What follows belongs to an exercise in optimizing a design on an open flow for small area, a short achievable clock period and few clock cycles per item; a production flow would make more cautious choices. Function was checked by simulation only, so behaviour that the tests miss may differ from the original. Power figures rest on the tool's default switching activity, not on a simulated workload.

==> design/flow/design.v <==
`timescale 1ns/1ps
package seg_pkg;
    typedef enum logic [3:0] {
        seg_i,
        seg_w_q, seg_bias_q, seg_m_q, seg_e_q,
        seg_w_k, seg_bias_k, seg_m_k, seg_e_k,
        seg_w_v, seg_bias_v, seg_m_v, seg_e_v,
        seg_m_c,
        seg_e_c
    } seg_t;
    typedef logic [7-1:0] seg_addr_t;
    function automatic logic [3:0] word_seg(input logic [7-1:0] a);
        logic [4:0] o;
        o = 5'(a - 7'((2 * 2 * (2 / 2))));    
        if (a < 7'((2 * 2 * (2 / 2)))) word_seg = seg_pkg::seg_i;
        else if (o < 5'd4)  word_seg = seg_pkg::seg_w_q;
        else if (o < 5'd6)  word_seg = seg_pkg::seg_bias_q;
        else if (o < 5'd8)  word_seg = seg_pkg::seg_m_q;
        else if (o < 5'd10) word_seg = seg_pkg::seg_e_q;
        else if (o < 5'd14) word_seg = seg_pkg::seg_w_k;
        else if (o < 5'd16) word_seg = seg_pkg::seg_bias_k;
        else if (o < 5'd18) word_seg = seg_pkg::seg_m_k;
        else if (o < 5'd20) word_seg = seg_pkg::seg_e_k;
        else if (o < 5'd24) word_seg = seg_pkg::seg_w_v;
        else if (o < 5'd26) word_seg = seg_pkg::seg_bias_v;
        else if (o < 5'd28) word_seg = seg_pkg::seg_m_v;
        else if (o < 5'd30) word_seg = seg_pkg::seg_e_v;
        else if (o < 5'd31) word_seg = seg_pkg::seg_m_c;
        else                word_seg = seg_pkg::seg_e_c;
    endfunction
    function automatic logic word_last(input logic [7-1:0] a);
        logic [4:0] o;
        o = 5'(a - 7'((2 * 2 * (2 / 2))));
        if (a < 7'((2 * 2 * (2 / 2)))) word_last = a == 7'((2 * 2 * (2 / 2)) - 1);
        else case (o)
            5'd3, 5'd5, 5'd7, 5'd9, 5'd13, 5'd15, 5'd17, 5'd19,
            5'd23, 5'd25, 5'd27, 5'd29, 5'd30, 5'd31: word_last = 1'b1;
            default: word_last = 1'b0;
        endcase
    endfunction
endpackage
`timescale 1ns/1ps
package host_pkg;
    typedef enum logic {
        reg_ctrl   = 1'b0,
        reg_status = 1'b1
    } host_reg_t;
    typedef logic [3-1:0] head_cnt_t;
    localparam int HOST_SEL_BIT    = 8 - 1;    
    localparam int CTRL_START_BIT  = 0;
    localparam int CTRL_COUNT_LSB  = 1;
    localparam int CTRL_COUNT_MSB  = CTRL_COUNT_LSB + 3 - 1;
    localparam int STATUS_BUSY_BIT = 0;
    localparam int STATUS_DONE_BIT = 1;
endpackage
`timescale 1ns/1ps
module tensor_store (
    input  logic                    clk,
    input  logic                    rst,
    input  logic                    we,
    input  logic                    load,        
    input  logic [7-1:0] waddr,
    input  logic [32-1:0]      wdata,
    output logic                    ph,
    output logic                    wr_busy,     
    input  logic [((2 * 2 * (2 / 2)) + 2 * (3 * (2 * 2 + 3 * 2) + 2))/2-1:0] rd_pair,    
    output logic [32-1:0]      rd_data
);
    localparam int DEPTH = ((2 * 2 * (2 / 2)) + 2 * (3 * (2 * 2 + 3 * 2) + 2));
    localparam int PAIRS = DEPTH / 2;
    localparam int PAIR_W = 7 - 1;
    logic [32-1:0] s0 [PAIRS];
    logic [32-1:0] s1 [PAIRS];
    logic               w_pend;
    logic               w_b;
    logic [PAIR_W-1:0]  w_pair;
    logic [32-1:0] w_data;
    logic               w_now;
    assign w_now   = w_pend && (w_b ^ ph);    
    assign wr_busy = w_pend;
    always_ff @(posedge clk) begin
        if (rst) begin
            ph     <= 1'b0;
            w_pend <= 1'b0;
        end else begin
            ph <= !ph;
            if (we) begin
                w_pend <= waddr < 7'(DEPTH);
            end else if (w_now) begin
                w_pend <= 1'b0;
            end
        end
    end
    always_ff @(posedge clk) begin
        if (load) begin
            w_b    <= waddr[0];
            w_pair <= waddr[7-1:1];
            w_data <= wdata;
        end
    end
    for (genvar k = 0; k < PAIRS; k++) begin : g_pair
        always_ff @(posedge clk) begin
            s1[k] <= s0[k];
            if (w_now && w_pair == PAIR_W'(k)) begin
                s0[k] <= w_data;
            end else begin
                s0[k] <= s1[k];
            end
        end
    end
    always_comb begin
        for (int b = 0; b < 32; b++) begin
            logic [PAIRS-1:0] hit;
            for (int k = 0; k < PAIRS; k++) begin
                hit[k] = rd_pair[k] && s1[k][b];
            end
            rd_data[b] = |hit;
        end
    end
endmodule
`timescale 1ns/1ps
module wb_host_regs (
    input  logic                      clk,
    input  logic                      rst,
    input  logic                      wb_cyc,
    input  logic                      wb_stb,
    input  logic                      wb_we,
    input  logic [8-1:0] wb_adr,
    input  logic [32-1:0]        wb_dat_w,
    output logic [32-1:0]        wb_dat_r,
    output logic                      wb_ack,
    output logic                      st_we,
    output logic [7-1:0]   st_waddr,
    output logic [32-1:0]        st_wdata,
    output logic                      start,
    output host_pkg::head_cnt_t       head_count,
    input  logic                      busy,
    input  logic                      done
);
    logic      req;
    logic      reg_sel;
    logic      reg_idx;
    logic      ctrl_wr;
    host_pkg::head_cnt_t wr_count;
    assign req     = wb_cyc && wb_stb && !wb_ack;    
    assign reg_sel = wb_adr[host_pkg::HOST_SEL_BIT];
    assign reg_idx = wb_adr[0];
    assign ctrl_wr = req && wb_we && reg_sel && reg_idx == host_pkg::reg_ctrl;
    assign wr_count = wb_dat_w[host_pkg::CTRL_COUNT_MSB:host_pkg::CTRL_COUNT_LSB];
    assign st_we    = req && wb_we && !reg_sel;
    assign st_waddr = wb_adr[7-1:0];
    assign st_wdata = wb_dat_w;
    assign start = ctrl_wr && wb_dat_w[host_pkg::CTRL_START_BIT] && !busy &&
                   wr_count != '0 && wr_count <= host_pkg::head_cnt_t'(2);
    always_ff @(posedge clk) begin
        if (rst) begin
            wb_ack     <= 1'b0;
            head_count <= '0;
        end else begin
            wb_ack <= req;
            if (ctrl_wr) begin
                head_count <= wr_count;
            end
        end
    end
    always_ff @(posedge clk) begin
        wb_dat_r <= '0;
        if (reg_sel && reg_idx == host_pkg::reg_status) begin
            wb_dat_r[host_pkg::STATUS_BUSY_BIT] <= busy;
            wb_dat_r[host_pkg::STATUS_DONE_BIT] <= done;
        end else if (reg_sel) begin
            wb_dat_r[host_pkg::CTRL_COUNT_MSB:host_pkg::CTRL_COUNT_LSB] <= head_count;
        end
    end
endmodule
`timescale 1ns/1ps
module segment_sequencer (
    input  logic                    clk,
    input  logic                    rst,
    input  logic                    start,
    input  logic [3-1:0]  head_count,
    input  logic                    ph,
    input  logic                    wr_busy,
    input  logic                    room,         
    input  logic                    finish,       
    output logic                    ld,           
    output logic [7-1:0] rd_addr,
    output logic [((2 * 2 * (2 / 2)) + 2 * (3 * (2 * 2 + 3 * 2) + 2))/2-1:0] rd_pair,
    output logic                    rd_final,
    output logic                    busy,
    output logic                    done
);
    localparam int PAIRS = ((2 * 2 * (2 / 2)) + 2 * (3 * (2 * 2 + 3 * 2) + 2)) / 2;
    localparam seg_pkg::seg_addr_t LAST_ONE = (2 * 2 * (2 / 2)) + (3 * (2 * 2 + 3 * 2) + 2) - 1;
    localparam seg_pkg::seg_addr_t LAST_TWO = (2 * 2 * (2 / 2)) + 2 * (3 * (2 * 2 + 3 * 2) + 2) - 1;
    logic two;         
    logic all_read;    
    logic want;
    logic pair_step;
    assign rd_final = rd_addr == (two ? LAST_TWO : LAST_ONE);
    assign want     = busy ? !all_read : start;
    assign ld       = want && room && (rd_addr[0] ^ ph) && !wr_busy;
    assign pair_step = busy && !all_read && room && rd_addr[0] && !ph && !wr_busy;
    always_ff @(posedge clk) begin
        if (rst) begin
            busy     <= 1'b0;
            done     <= 1'b0;
            all_read <= 1'b0;
            rd_addr  <= '0;
            rd_pair  <= PAIRS'(1);
        end else begin
            if (start) begin
                busy <= 1'b1;
                done <= 1'b0;
            end
            if (ld) begin
                all_read <= rd_final;
                rd_addr  <= rd_addr + 1'b1;
            end
            if (pair_step) begin
                rd_pair <= {rd_pair[PAIRS-2:0], 1'b0};
            end
            if (finish) begin
                busy     <= 1'b0;
                done     <= 1'b1;
                all_read <= 1'b0;
                rd_addr  <= '0;
                rd_pair  <= PAIRS'(1);
            end
        end
    end
    always_ff @(posedge clk) begin
        if (start) begin
            two <= head_count == 3'd2;
        end
    end
endmodule
`timescale 1ns/1ps
module stream_reader (
    input  logic                    clk,
    input  logic                    rst,
    input  logic                    ld,
    input  logic [7-1:0] rd_addr,
    input  logic                    rd_final,
    input  logic [32-1:0]      rd_data,
    output logic                    room,
    output logic                    finish,
    output logic                    m_valid,
    output logic [32-1:0]      m_data,
    output logic                    m_last,
    output seg_pkg::seg_t           m_seg,
    input  logic                    ready
);
    logic out_final;
    assign room   = !m_valid || ready;
    assign finish = m_valid && ready && out_final;
    always_ff @(posedge clk) begin
        if (rst) begin
            m_valid <= 1'b0;
        end else if (room) begin
            m_valid <= ld;
        end
    end
    always_ff @(posedge clk or posedge rst) begin
        if (rst) begin
            m_data <= '0;
            m_last <= 1'b0;
            m_seg  <= seg_pkg::seg_i;
        end else if (room) begin
            m_data <= rd_data;
            m_last <= seg_pkg::word_last(rd_addr);
            m_seg  <= seg_pkg::seg_t'(seg_pkg::word_seg(rd_addr));
        end
    end
    always_ff @(posedge clk) begin
        if (room) begin
            out_final <= rd_final;
        end
    end
endmodule
`timescale 1ns/1ps
module attn_loader_top (
    input  logic                      clk,
    input  logic                      rst,
    input  logic                      wb_cyc,
    input  logic                      wb_stb,
    input  logic                      wb_we,
    input  logic [8-1:0] wb_adr,
    input  logic [32-1:0]        wb_dat_w,
    output logic [32-1:0]        wb_dat_r,
    output logic                      wb_ack,
    output logic                      m_valid,
    output logic [32-1:0]        m_data,
    output logic                      m_last,
    output logic [3:0]                m_seg,
    input  logic                      ready
);
    logic                    st_we;
    logic [7-1:0] st_waddr;
    logic [32-1:0]      st_wdata;
    logic [7-1:0] rd_addr;
    logic [((2 * 2 * (2 / 2)) + 2 * (3 * (2 * 2 + 3 * 2) + 2))/2-1:0] rd_pair;
    logic [32-1:0]      rd_data;
    logic                    rd_final;
    logic                    ph;
    logic                    wr_busy;
    logic      start;
    host_pkg::head_cnt_t head_count;
    logic      busy;
    logic      done;
    logic      ld;
    logic      room;
    logic      finish;
    wb_host_regs u_host (
        .clk        (clk),
        .rst        (rst),
        .wb_cyc     (wb_cyc),
        .wb_stb     (wb_stb),
        .wb_we      (wb_we),
        .wb_adr     (wb_adr),
        .wb_dat_w   (wb_dat_w),
        .wb_dat_r   (wb_dat_r),
        .wb_ack     (wb_ack),
        .st_we      (st_we),
        .st_waddr   (st_waddr),
        .st_wdata   (st_wdata),
        .start      (start),
        .head_count (head_count),
        .busy       (busy),
        .done       (done)
    );
    tensor_store u_store (
        .clk     (clk),
        .rst     (rst),
        .we      (st_we),
        .load    (!wb_ack),
        .waddr   (st_waddr),
        .wdata   (st_wdata),
        .ph      (ph),
        .wr_busy (wr_busy),
        .rd_pair (rd_pair),
        .rd_data (rd_data)
    );
    segment_sequencer u_seq (
        .clk        (clk),
        .rst        (rst),
        .start      (start),
        .head_count (st_wdata[host_pkg::CTRL_COUNT_MSB:host_pkg::CTRL_COUNT_LSB]),
        .ph         (ph),
        .wr_busy    (wr_busy),
        .room       (room),
        .finish     (finish),
        .ld         (ld),
        .rd_addr    (rd_addr),
        .rd_pair    (rd_pair),
        .rd_final   (rd_final),
        .busy       (busy),
        .done       (done)
    );
    stream_reader u_reader (
        .clk      (clk),
        .rst      (rst),
        .ld       (ld),
        .rd_addr  (rd_addr),
        .rd_final (rd_final),
        .rd_data  (rd_data),
        .room     (room),
        .finish   (finish),
        .m_valid  (m_valid),
        .m_data   (m_data),
        .m_last   (m_last),
        .m_seg    (m_seg),
        .ready    (ready)
    );
endmodule
==> design/flow/run.sh <==
#!/bin/bash
# synth_recipe.tcl (not shown) runs the flow's synth.tcl, then flattens the netlist and writes it again
# the make line also repeats each setting of config.mk as NAME=value (left out here)
make -C /OpenROAD-flow-scripts/flow DESIGN_CONFIG=/design/flow/config.mk WORK_HOME=/design/flow/orfs CLKGATE_MAP_FILE= SYNTH_SCRIPT=/design/flow/synth_recipe.tcl finish
==> design/flow/config.mk <==
export PLATFORM = sky130hd
export DESIGN_NAME = attn_loader_top
export DESIGN_NICKNAME = attn_loader_top
export VERILOG_FILES = /design/flow/design.v
export SDC_FILE = /design/flow/constraint.sdc
export NUM_CORES = 4
export LEC_CHECK = 0
export CAP_MARGIN = 20
export CORE_MARGIN = 2
export CORE_UTILIZATION = 70
export CTS_CLUSTER_DIAMETER = 150
export CTS_CLUSTER_SIZE = 25
export PLACE_DENSITY = 0.8
export SETUP_SLACK_MARGIN = 2.8
export SLEW_MARGIN = 20
==> design/flow/constraint.sdc <==
create_clock -name core_clock -period 5.0 [get_ports {clk}]
set_input_delay 1.0000 -clock core_clock [delete_from_list [all_inputs] [get_ports {clk}]]
set_output_delay 1.0000 -clock core_clock [all_outputs]
set_load 0.01 [all_outputs]
==> impl_metrics.toml, run 1 <==
[drt]
first_pass_iters = 9
vias = 42200
ant_nets = 0
drtIter0Drc = 6455
routed_wl_microns = 213000
routedWlPerCell_microns = 34.0
viasPerCell = 6.74
drc = 0

[power]
cellPowerDensity_nw_per_um2 = 376
p_leak_nw = 30.6
ir_drop_mv = 0.359
finalPower_mw = 28.5

[timing]
finalCritPeriodShare_pct = 50.8
setup_viol = 0
timing.slew.headroom_pct = 22.3
worst_pin_slew_ps = 1170
max_freq_mhz = 394
rsz0062_at_grt = "true"
drv_slew = 0
finalHoldViolations = 0
min_period_ps = 2540
skew_ps = 28.8
setup_slack_ps = 2460
finalSetupTns_ps = 0

[final_layout]
fillCellCount = 5386
num-nets-final = 5002
antenna_cells = 0
stdcell_area_sq_um = 75700
drive_above_1_share_pct = 33.3
area_delta_synth_final_pct = 12.0

[logic_synthesis]
synthArstFlopShare_pct = 1.60
ys.flop_type = "dfxtp_1"
netlist_instances = 4838
ys_seq_area_share_pct = 69.3
synth_cell_types = 49
synth_edf_count = 41
syn_avg_cell_area_sq_um = 14.0
ys_ff_latch = 2309
ys_warn_count = 6
syn_area_sq_um = 67600

[global_routing]
overflow = 0
grt_max_degree = 44
gr-usage-all-layers_pct = 39.6
antenna_found_initial = 7
grt_pass1_wl_microns = 283000
grt_pass1_vias = 40000

[die]
dieArea_sq_um = 99100
die_w_microns = 315
pin_count = 117
core-area_sq_um = 95300
start_util_pct = 70.9
fp.dieH_microns = 315
row_count = 113

[worst_setup_path]
path_cells = "xor2_4 > nand2_2 > nor3_4 > buf_12 > nand4_1 > buf_6 > clkbuf_16 > mux2_2"
crit_path_end_kind = "register"
critical_path.slowest_cell = "edfxtp_1"
start_kind = "register"
required_ps = 5620
worstPathMaxFanout = 6
max_stage_delay_ps = 470
crit_type = "reg2reg"
cp_data_arrival_time_ps = 3160

[clock_tree]
cts_tree = "done"
clock_path_buffers = 3
postCtsHoldBufs = 0
cts_buffers = 102
cts.sinks = 2309
h-tree-depth = 3
worstSkewPairLatency_ps = 750
clock-root-buffer = "clkbuf_16"
clk_pin_slew_ps = 110

[placed_design]
post-place-ws_ps = 1450
place_hpwl_microns = 109000
io_buffers = 88
placed_area_sq_um = 69900
place_congestion = 0.832

[hold_path]
hp-class = "reg2reg"

[flow_run]
cap_violations = 0

[outcome]
status = "complete, no violations"
## path summary, 6_finish.rpt
kind                                     from                   to  slack, ps  depth (start not counted)
min reg2reg                u_store.s0[29][24]   u_store.s1[29][24]        310                          0
max in group asynchronous                 rst  u_reader.m_data[12]       3090                          3
max                               u_store.w_b   u_store.s0[28][18]       2460                          8
min                        u_store.s0[29][24]   u_store.s1[29][24]        310                          0
min in group asynchronous                 rst  u_reader.m_data[24]       1240                          3
max reg2reg                       u_store.w_b   u_store.s0[28][18]       2460                          8
## where the power goes
| part | total (mW) | internal (mW) | switching, mW |
|---|---|---|---|
| Combinational | 0.374 | 0.130 | 0.245 |
| Sequential | 18.6 | 18.5 | 0.107 |
| Clock | 9.47 | 3.87 | 5.60 |
| Total | 28.5 | 22.5 | 5.95 |
## cell usage in the layout (no fill, tap or decap), types with 45 or more instances in the layout
cell type / count
a21oi_1: 86
nand4_1: 101
clkdlybuf4s50_1: 45
nor2_1: 53
a22oi_1: 413
mux2_2: 1086
buf_12: 68
nand2_1: 86
buf_6: 46
clkbuf_16: 122
buf_4: 133
dfxtp_1: 2189
## per-layer routing
metal / vias to the layer above / GRT usage (%) / wire length (microns)
li1: 17300 / - / -
met1: 21200 / 53.7 / 80400
met2: 2934 / 60.9 / 93900
met3: 735 / 8.11 / 25000
met4: 6 / 19.8 / 13300
met5: - / 0 / 40
## cells by family (layout without fill, tap and decap cells)
family | count (synthesis) | in the layout | synth area share (%)
muxes | 1092 | 1092 | 18.2
other | 1 | 28 | 0.00555
adders and majority gates | 6 | 6 | 0.111
DFF | 2309 | 2309 | 69.3
AOI/OAI and AO/OA | 636 | 636 | 6.89
buffers and inverters | 399 | 523 | 2.54
and+or+nand+nor | 384 | 390 | 2.88
xor gates and xnor gates | 11 | 11 | 0.143
## worst max-delay path: cells and delay by family (launching register included)
family / cells / cell delay (ps)
simple gates: 3 / 700
flops: 1 / 470
buf+inv: 3 / 670
mux: 1 / 290
xor+xnor: 1 / 280
## per-stage QoR
step | instances | hold WS (ps) | util (%)
2_1_floorplan | 4865 | 310 | -
3_3_place_gp | 5934 | 310 | 73.3
3_5_place_dp | 5939 | 312 | 73.4
4_1_cts | 6183 | 312 | 77.7
5_1_grt | 6260 | 317 | 79.4
6_report | 6260 | 312 | 79.4
## cells in the mapped netlist, types with 34 or more instances
master	instances	area, sq um
dfxtp_1	2231	44700
mux2_2	1087	12200
a22oi_1	416	3120
clkbuf_1	265	995
a21oi_1	104	521
nand4_1	101	632
buf_2	89	445
nand2_1	89	334
nor2_1	79	297
nand3_1	44	220
edfxtp_1	41	1230
dfrtp_1	37	926
nor4_1	34	213
## registers in the layout, summed over array words and instances, names as in the netlist
name	cells
u_host.head_count	3
u_host.wb_ack	1
u_host.wb_dat_r	4
u_reader.m_data	32
u_reader.m_last	1
u_reader.m_seg	4
u_reader.m_valid	1
u_reader.out_final	1
u_seq.all_read	1
u_seq.busy	1
u_seq.done	1
u_seq.rd_addr	7
u_seq.rd_pair	34
u_seq.two	1
u_store.ph	1
u_store.s0	1088
u_store.s1	1088
u_store.w_b	1
u_store.w_data	32
u_store.w_pair	6
u_store.w_pend	1
## what timing repair did
item,CTS,global route
gates resized for setup,266,124
buffers inserted,89,42
setup endpoints to repair,1198,751
pin swaps,32,15
gates cloned,6,24
## area by class of cell
| cell class | instances | area [sq um] | share of cell area [%] |
|---|---|---|---|
| Sequential cell | 2309 | 46900 | 62.0 |
| Multi-Input combinational cell | 2163 | 20000 | 26.4 |
| Timing Repair Buffer | 365 | 4390 | 5.80 |
| Clock buffer | 144 | 2750 | 3.64 |
| Tap cell | 1265 | 1580 | 2.09 |
| Clock inverter | 5 | 58.8 | 0.0777 |
| Inverter | 9 | 37.5 | 0.0496 |
Testbench counts, summed over its fixed seeds: cycles 7,582, words 7,328.
==> run 2: changes to the inputs <==
--- a/design/flow/design.v
+++ b/design/flow/design.v
@@ -64,6 +64,7 @@
     output logic                    ph,
     output logic                    wr_busy,     
     input  logic [((2 * 2 * (2 / 2)) + 2 * (3 * (2 * 2 + 3 * 2) + 2))/2-1:0] rd_pair,    
+    input  logic [((2 * 2 * (2 / 2)) + 2 * (3 * (2 * 2 + 3 * 2) + 2))/2-1:0] rd_pair_n,  
     output logic [32-1:0]      rd_data
 );
     localparam int DEPTH = ((2 * 2 * (2 / 2)) + 2 * (3 * (2 * 2 + 3 * 2) + 2));
@@ -112,7 +113,7 @@
         for (int b = 0; b < 32; b++) begin
             logic [PAIRS-1:0] hit;
             for (int k = 0; k < PAIRS; k++) begin
-                hit[k] = rd_pair[k] && s1[k][b];
+                hit[k] = (b < 32 / 2 ? rd_pair[k] : rd_pair_n[(k + 1) % PAIRS]) && s1[k][b];
             end
             rd_data[b] = |hit;
         end
@@ -186,6 +187,7 @@
     output logic                    ld,           
     output logic [7-1:0] rd_addr,
     output logic [((2 * 2 * (2 / 2)) + 2 * (3 * (2 * 2 + 3 * 2) + 2))/2-1:0] rd_pair,
+    output logic [((2 * 2 * (2 / 2)) + 2 * (3 * (2 * 2 + 3 * 2) + 2))/2-1:0] rd_pair_n,    
     output logic                    rd_final,
     output logic                    busy,
     output logic                    done
@@ -208,6 +210,7 @@
             all_read <= 1'b0;
             rd_addr  <= '0;
             rd_pair  <= PAIRS'(1);
+            rd_pair_n <= PAIRS'(2);
         end else begin
             if (start) begin
                 busy <= 1'b1;
@@ -219,6 +222,7 @@
             end
             if (pair_step) begin
                 rd_pair <= {rd_pair[PAIRS-2:0], 1'b0};
+                rd_pair_n <= {rd_pair_n[PAIRS-2:0], rd_pair_n[PAIRS-1]};
             end
             if (finish) begin
                 busy     <= 1'b0;
@@ -226,6 +230,7 @@
                 all_read <= 1'b0;
                 rd_addr  <= '0;
                 rd_pair  <= PAIRS'(1);
+                rd_pair_n <= PAIRS'(2);
             end
         end
     end
@@ -300,6 +305,7 @@
     logic [32-1:0]      st_wdata;
     logic [7-1:0] rd_addr;
     logic [((2 * 2 * (2 / 2)) + 2 * (3 * (2 * 2 + 3 * 2) + 2))/2-1:0] rd_pair;
+    logic [((2 * 2 * (2 / 2)) + 2 * (3 * (2 * 2 + 3 * 2) + 2))/2-1:0] rd_pair_n;
     logic [32-1:0]      rd_data;
     logic                    rd_final;
     logic                    ph;
@@ -339,6 +345,7 @@
         .ph      (ph),
         .wr_busy (wr_busy),
         .rd_pair (rd_pair),
+        .rd_pair_n (rd_pair_n),
         .rd_data (rd_data)
     );
     segment_sequencer u_seq (
@@ -353,6 +360,7 @@
         .ld         (ld),
         .rd_addr    (rd_addr),
         .rd_pair    (rd_pair),
+        .rd_pair_n  (rd_pair_n),
         .rd_final   (rd_final),
         .busy       (busy),
         .done       (done)
--- a/design/flow/config.mk
+++ b/design/flow/config.mk
@@ -7,9 +7,9 @@
 export LEC_CHECK = 0
 export CAP_MARGIN = 20
 export CORE_MARGIN = 2
-export CORE_UTILIZATION = 70
+export CORE_UTILIZATION = 60
 export CTS_CLUSTER_DIAMETER = 150
 export CTS_CLUSTER_SIZE = 25
-export PLACE_DENSITY = 0.8
+export PLACE_DENSITY = 0.7
 export SETUP_SLACK_MARGIN = 2.8
 export SLEW_MARGIN = 20
==> run 2 against run 1 <==
  * Still clean
  * Hold slack lost 2.8 ps
  * Non-clock buffer count increased by 138
  * Via count rose by 4.8%
  * Count of clock-buffer cells in the layout increased by 2
  * Global-route usage is 3.0 points lower
  * Final cell count is 8.3% higher
  * Die area grew 18%
  * Critical path type unchanged
==> impl_metrics.toml, run 2 <==
[outcome]
status = "complete, no violations"

[timing]
setup_viol = 0
worst_pin_slew_ps = 1260
setup_slack_ps = 2430
finalHoldViolations = 0
finalSetupTns_ps = 0
finalCritPeriodShare_pct = 51.4
drv_slew = 0
skew_ps = 43.8
max_freq_mhz = 389
holdWs_ps = 309
min_period_ps = 2570
rsz0062_at_grt = "true"
timing.slew.headroom_pct = 15.7

[power]
ir_drop_mv = 0.321
p_leak_nw = 33.0
finalPower_mw = 29.1
cellPowerDensity_nw_per_um2 = 353

[placed_design]
io_buffers = 88
dp.cells = 6338
post-place-ws_ps = 1400
place_hpwl_microns = 114000
placed_area_sq_um = 71300
place_congestion = 0.820

[drt]
first_pass_iters = 8
ant_nets = 0
viasPerCell = 6.52
routedWlPerCell_microns = 36.5
drc = 0
vias = 44200
routed_wl_microns = 247000
drtIter0Drc = 6231

[final_layout]
seqCellArea_sq_um = 47600
stdcell_area_sq_um = 82400
layout_commonest_cell = "dfxtp_1"
fillCellCount = 7091
multi_input_area_sq_um = 22600
instances_no_fill = 6780
final_cell_mix = "dfxtp_1 (2,226), mux2_4 (626), mux2_2 (463), a22oi_1 (416), nand2_1 (154)"
largest_registers = "u_store.s0: 1088 flops, u_store.s1: 1088 flops"
antenna_cells = 0
area_delta_synth_final_pct = 19.9
drive_above_1_share_pct = 33.8
postLayoutCoreUtil_pct = 72.3
num-nets-final = 5274

[global_routing]
grt_pass1_vias = 40700
grt_max_degree = 39
overflow = 0
antenna_found_initial = 4
grt_busiest_layer = "met2"
grt_pass1_wl_microns = 305000
gr-usage-all-layers_pct = 36.6
use_met3_pct = 7.17
use_met2_pct = 56.5
grt_util_met1_pct = 49.4

[worst_setup_path]
crit_path_end_kind = "register"
r2r_cells = 10
crit_top_cell = "buf_6"
crit_type = "reg2reg"
cp_data_arrival_time_ps = 3210
start_kind = "register"
critPathTopFamily = "buffers and inverters"
critical_path.slowest_cell = "edfxtp_1"
max_stage_delay_ps = 470
worstPathMaxFanout = 7
worst-path-stages = 10
critPathBufInv = 5
required_ps = 5630
path_cells = "xor2_4 > buf_6 > nand2_4 > nor3_4 > buf_6 > buf_6 > nand3_4 > buf_12 > buf_16 > mux2_4"

[logic_synthesis]
synth_edf_count = 41
netlist_instances = 4985
ys_seq_area_share_pct = 69.1
yosysMostFrequentCell = "dfxtp_1"
synth_area_leaders = "dfxtp_1 (66%), mux2_2 (18%), a22oi_1 (4.5%)"
synth_top_area_share_pct = 66.0
ys.flop_type = "dfxtp_1"
yosys.area.top_type = "dfxtp_1"
synth_cell_types = 45
syn_avg_cell_area_sq_um = 13.8
ys_ff_latch = 2343
syn_area_sq_um = 68700
synthArstFlopShare_pct = 1.58
synthTopCellsByCount = "dfxtp_1 (2,265), mux2_2 (1,088), a22oi_1 (416)"
ys_warn_count = 6

[die]
start_util_pct = 60.3
die_w_microns = 342
core-area_sq_um = 114000
pin_count = 117
row_count = 124
fp.dieH_microns = 342
dieArea_sq_um = 117000

[clock_tree]
postCtsHoldBufs = 0
cts.sinks = 2343
clk_pin_slew_ps = 120
clock-root-buffer = "clkbuf_16"
h-tree-depth = 3
cts_buffers = 103
cts_tree = "done"
worstSkewPairLatency_ps = 770
clock_path_buffers = 3

[hold_path]
whs_path_depth = 0
hp-class = "reg2reg"

[flow_run]
cap_violations = 0
run 2: area by class of cell:
class,count,share of cell area (%)
Tap cell,1512,2.29
Clock inverter,4,0.0425
Multi-Input combinational cell,2263,27.4
Sequential cell,2343,57.7
Clock buffer,146,3.43
Timing Repair Buffer,503,9.08
Inverter,9,0.0471
run 2: timing repair:
item	4_1_cts	5_1_grt
gates cloned	39	49
setup buffers	138	56
gates resized for setup	535	677
endpoints found under the setup margin	1227	1183
pin swaps	34	24
run 2: path summary, 6_finish.rpt:
| kind | slack (ps) | from | end |
|---|---|---|---|
| min reg2reg | 310 | u_store.s0[22][20] | u_store.s1[22][20] |
| min | 310 | u_store.s0[22][20] | u_store.s1[22][20] |
| min in group asynchronous | 730 | rst | u_reader.m_data[21] |
| max reg2reg | 2430 | u_store.w_b | u_store.s0[16][5] |
| max in group asynchronous | 3630 | rst | u_reader.m_data[31] |
| max | 2430 | u_store.w_b | u_store.s0[16][5] |
run 2: cell families (layout without fill, tap and decap cells):
kind of cell	Yosys count	in the layout	synth area share [%]
AO/OA/AOI/OAI	663	663	6.96
XOR/XNOR	11	11	0.140
adder cells (fa/ha/maj)	5	5	0.0910
buffers and inverters	411	662	2.57
flip-flops	2343	2343	69.1
multiplexers	1094	1094	17.9
other	1	28	0.00546
AND/OR/NAND/NOR	457	462	3.22
run 2: report_power, final:
| part | total [mW] | internal (mW) | switching [mW] |
|---|---|---|---|
| combinational | 0.433 | 0.161 | 0.272 |
| clock | 9.74 | 3.95 | 5.79 |
| sequential | 18.9 | 18.8 | 0.113 |
| total | 29.1 | 22.9 | 6.17 |
run 2: per-layer routing:
metal,routed length (microns),up-vias
li1,-,18000
met1,95300,22300
met2,104000,2980
met3,28800,943
met4,19200,8
met5,55,-
Testbench counts of run 2, summed over its fixed seeds: cycles 7,582, words 7,328.
==> run 3: changes to the inputs <==
--- a/design/flow/design.v
+++ b/design/flow/design.v
@@ -266,15 +266,20 @@
             m_valid <= ld;
         end
     end
-    always_ff @(posedge clk or posedge rst) begin
-        if (rst) begin
-            m_data <= '0;
-            m_last <= 1'b0;
-            m_seg  <= seg_pkg::seg_i;
-        end else if (room) begin
-            m_data <= rd_data;
-            m_last <= seg_pkg::word_last(rd_addr);
-            m_seg  <= seg_pkg::seg_t'(seg_pkg::word_seg(rd_addr));
+    logic [32-1:0] hold_data;
+    logic               hold_last;
+    seg_pkg::seg_t      hold_seg;
+    logic [32-1:0] next_data;
+    logic               next_last;
+    seg_pkg::seg_t      next_seg;
+    assign next_data = rd_data;
+    assign next_last = seg_pkg::word_last(rd_addr);
+    assign next_seg  = seg_pkg::seg_t'(seg_pkg::word_seg(rd_addr));
+    always_ff @(posedge clk) begin
+        if (ld) begin
+            hold_data <= next_data;
+            hold_last <= next_last;
+            hold_seg  <= next_seg;
         end
     end
     always_ff @(posedge clk) begin
@@ -282,6 +287,11 @@
             out_final <= rd_final;
         end
     end
+    always_ff @(posedge clk) begin
+        m_data <= room ? next_data : hold_data;
+        m_last <= room ? next_last : hold_last;
+        m_seg  <= room ? next_seg  : hold_seg;
+    end
 endmodule
 `timescale 1ns/1ps
 module attn_loader_top (
==> run 3 against run 2 <==
  * Still clean on timing, DRC and antenna
  * Synthesized cell count up 2.1%
  * Hold slack better by 5.0 ps
  * Clock skew down 12 ps
  * Critical path type unchanged
==> impl_metrics.toml, run 3 <==
[logic_synthesis]
ys_warn_count = 6
synthSimpleGateAreaFrac_pct = 3.46
synth-compound-area-share_pct = 7.16
synth_area_leaders = "dfxtp_1 (66%), mux2_2 (17%), a22oi_1 (5.1%)"
synth_edf_count = 78
synth.mux.area_fraction_pct = 17.6
ys.flop_type = "dfxtp_1"
syn_avg_cell_area_sq_um = 13.8
synth_fa_ha_area_share_pct = 0.0893
syn_area_sq_um = 70000
synthTopCellsByCount = "dfxtp_1 (2,302), mux2_2 (1,088), a22oi_1 (480)"
netlist_instances = 5091
synthArstFlopShare_pct = 0
synth_cell_types = 54
yosysMostFrequentCell = "dfxtp_1"
synth_xor_area_share_pct = 0.0732
ys_seq_area_share_pct = 69.1
synth_top_area_share_pct = 65.8
synth_top_family_by_area = "multiplexers"
ys_ff_latch = 2380
yosys.area.top_type = "dfxtp_1"

[worst_setup_path]
regToRegSetupSlack_ps = 2660
rr_startpoint = "u_store.w_b"
crit_path_end_kind = "register"
crit_type = "reg2reg"
r2r_cells = 9
start_kind = "register"
worstReg2RegEnd = "u_store.s0[5][26]"
worstPathMaxFanout = 9
crit_start = "u_store.w_b"
required_ps = 5610
cp_data_arrival_time_ps = 2960

[final_layout]
drive_above_1_share_pct = 31.2
layout_commonest_cell = "dfxtp_1"
area_delta_synth_final_pct = 11.3
largest_registers = "u_store.s0: 1088 flops, u_store.s1: 1088 flops"
num-nets-final = 5185
final_cell_mix = "dfxtp_1 (2,226), mux2_2 (1,077), a22oi_1 (480), nand2_1 (213), clkbuf_16 (131)"
stdcell_area_sq_um = 78000

[drt]
drc = 0
vias = 41300
routed_wl_microns = 208000
first_pass_iters = 6
viasPerCell = 6.16
drtIter0Drc = 4441
routedWlPerCell_microns = 31.0
ant_nets = 0

[placed_design]
place_congestion = 0.793
io_buffers = 88
place_hpwl_microns = 111000
placed_area_sq_um = 72500

[timing]
finalSetupTns_ps = 0
drv_slew = 0
rsz0062_at_grt = "true"
max_freq_mhz = 427
timing.slew.headroom_pct = 22.3
worst_pin_slew_ps = 1170
skew_ps = 31.8
setup_viol = 0
min_period_ps = 2340
finalHoldViolations = 0
finalCritPeriodShare_pct = 46.8

[global_routing]
grt_max_degree = 77
grt_pass1_wl_microns = 279000
antenna_found_initial = 7
grt_pass1_vias = 39400
gr-usage-all-layers_pct = 32.1
overflow = 0

[hold_path]
min-delay-start = "u_store.s0[8][27]"
whs_endpoint = "u_store.s1[8][27]"
whs_path_depth = 0
hp-class = "reg2reg"

[die]
pin_count = 117
dieArea_sq_um = 119000
start_util_pct = 60.4
fp.dieH_microns = 346
row_count = 125
die_w_microns = 346
core-area_sq_um = 116000

[power]
finalPower_mw = 29.4
p_leak_nw = 31.3
ir_drop_mv = 0.332
cellPowerDensity_nw_per_um2 = 377

[clock_tree]
clk_pin_slew_ps = 100
worstSkewPairLatency_ps = 750
clock-root-buffer = "clkbuf_16"
cts.sinks = 2380
cts_buffers = 105
postCtsHoldBufs = 0
clock_path_buffers = 3
cts_tree = "done"
h-tree-depth = 3

[outcome]
status = "complete, no violations"

[flow_run]
cap_violations = 0
run 3: layout make-up:
class	count	area, sq um
clock inverter	3	37.5
tap	1524	1910
antenna	1	2.50
timing repair buffer	310	4020
inverter	9	50.0
fill	8403	38100
sequential	2380	48500
clock buffer	152	2890
multi-input combinational	2328	20600
run 3: through the flow:
step | utilization (%) | instances | hold slack (ps) | setup slack (ps)
6_report | 67.2 | 6707 | 314 | 2660
5_1_grt | 67.2 | 6707 | 321 | 2660
4_1_cts | 65.7 | 6618 | 314 | 2550
3_5_place_dp | 62.5 | 6427 | 312 | 1080
3_3_place_gp | 62.4 | 6424 | 309 | 1120
2_1_floorplan | - | 5118 | 310 | 2480
run 3: worst max-delay path by stage:
stage | end | slack (ps)
6_report | u_store.s0[5][26] | 2660
5_1_grt | u_store.s0[1][1] | 2660
4_1_cts | u_seq.rd_pair_n[22] | 2550
3_5_place_dp | u_seq.rd_pair_n[9] | 1080
3_3_place_gp | u_seq.rd_pair_n[21] | 1120
2_1_floorplan | u_reader.hold_data[0] | 2480
run 3: worst max-delay path, cell delays in order (launching register included):
cell,delay (ps)
edfxtp_1,460
xor2_4,180
buf_12,140
buf_4,110
nand4b_1,150
buf_6,230
nor2_4,170
buf_6,190
clkbuf_16,210
mux2_2,350
run 3: cells by family after synthesis:
| kind of cell | after synthesis |
|---|---|
| AOI/OAI and AO/OA | 686 |
| xor gates and xnor gates | 5 |
| adders and majority gates | 5 |
| buffers and inverters | 413 |
| DFF | 2380 |
| muxes | 1094 |
| other | 1 |
| and+or+nand+nor | 507 |
run 3: timing repair:
item	in CTS	in global routing
buffers inserted	34	41
hold endpoints to repair	0	0
pin swaps	13	19
cloned	2	32
gates resized for setup	328	113
setup endpoints to repair	1283	1000
run 3: power breakdown:
| part | switching [mW] | total, mW | internal (mW) |
|---|---|---|---|
| Combinational | 0.163 | 0.294 | 0.130 |
| Sequential | 0.152 | 19.3 | 19.1 |
| Clock | 5.75 | 9.79 | 4.04 |
run 3: metal layers:
metal	global-route usage (%)	part of all wire, %	up-vias
li1	-	-	18000
met1	44.3	42	21000
met2	51.5	45	1781
met3	4.52	7.6	486
met4	12.0	5.0	8
met5	0	0.026	-
Testbench counts of run 3, summed over its fixed seeds: cycles 7,582, words 7,328.

## separate check: timing with driven ports
Ports are ideal in the flow. The routed layouts listed here were re-timed in OpenROAD.
Step 1 (the two cells are an assumption about what drives the block):
set clk [get_ports {clk}]
set_driving_cell -lib_cell sky130_fd_sc_hd__clkbuf_16 $clk
set_driving_cell -lib_cell sky130_fd_sc_hd__buf_2 [delete_from_list [all_inputs] $clk]
Step 2 adds t to the input delays and takes it off the output delays; t is the mean of the earliest and latest rising clock arrival at the registers after step 1. Input paths then give back, and output paths get back, about the clock's delay inside the block.
Slacks: ideal / step 1 / step 2; pairs: ideal / step 1.
run	t, ns	setup slack, ns	hold slack, ns	worst slew at a driven data input, ns
run 1	0.798	2.460 / 2.460 / 1.892	0.312 / 0.312 / 0.312	0.05
run 2	0.826	2.428 / 2.428 / 1.847	0.309 / 0.309 / 0.309	0.03
run 3	0.793	2.658 / 2.655 / 2.035	0.314 / 0.314 / 0.314	0.04
After both steps every run listed still meets setup and hold. The setup slack of run 3, which loses most, moves by -0.003 ns with the drivers and by -0.623 ns with both steps.
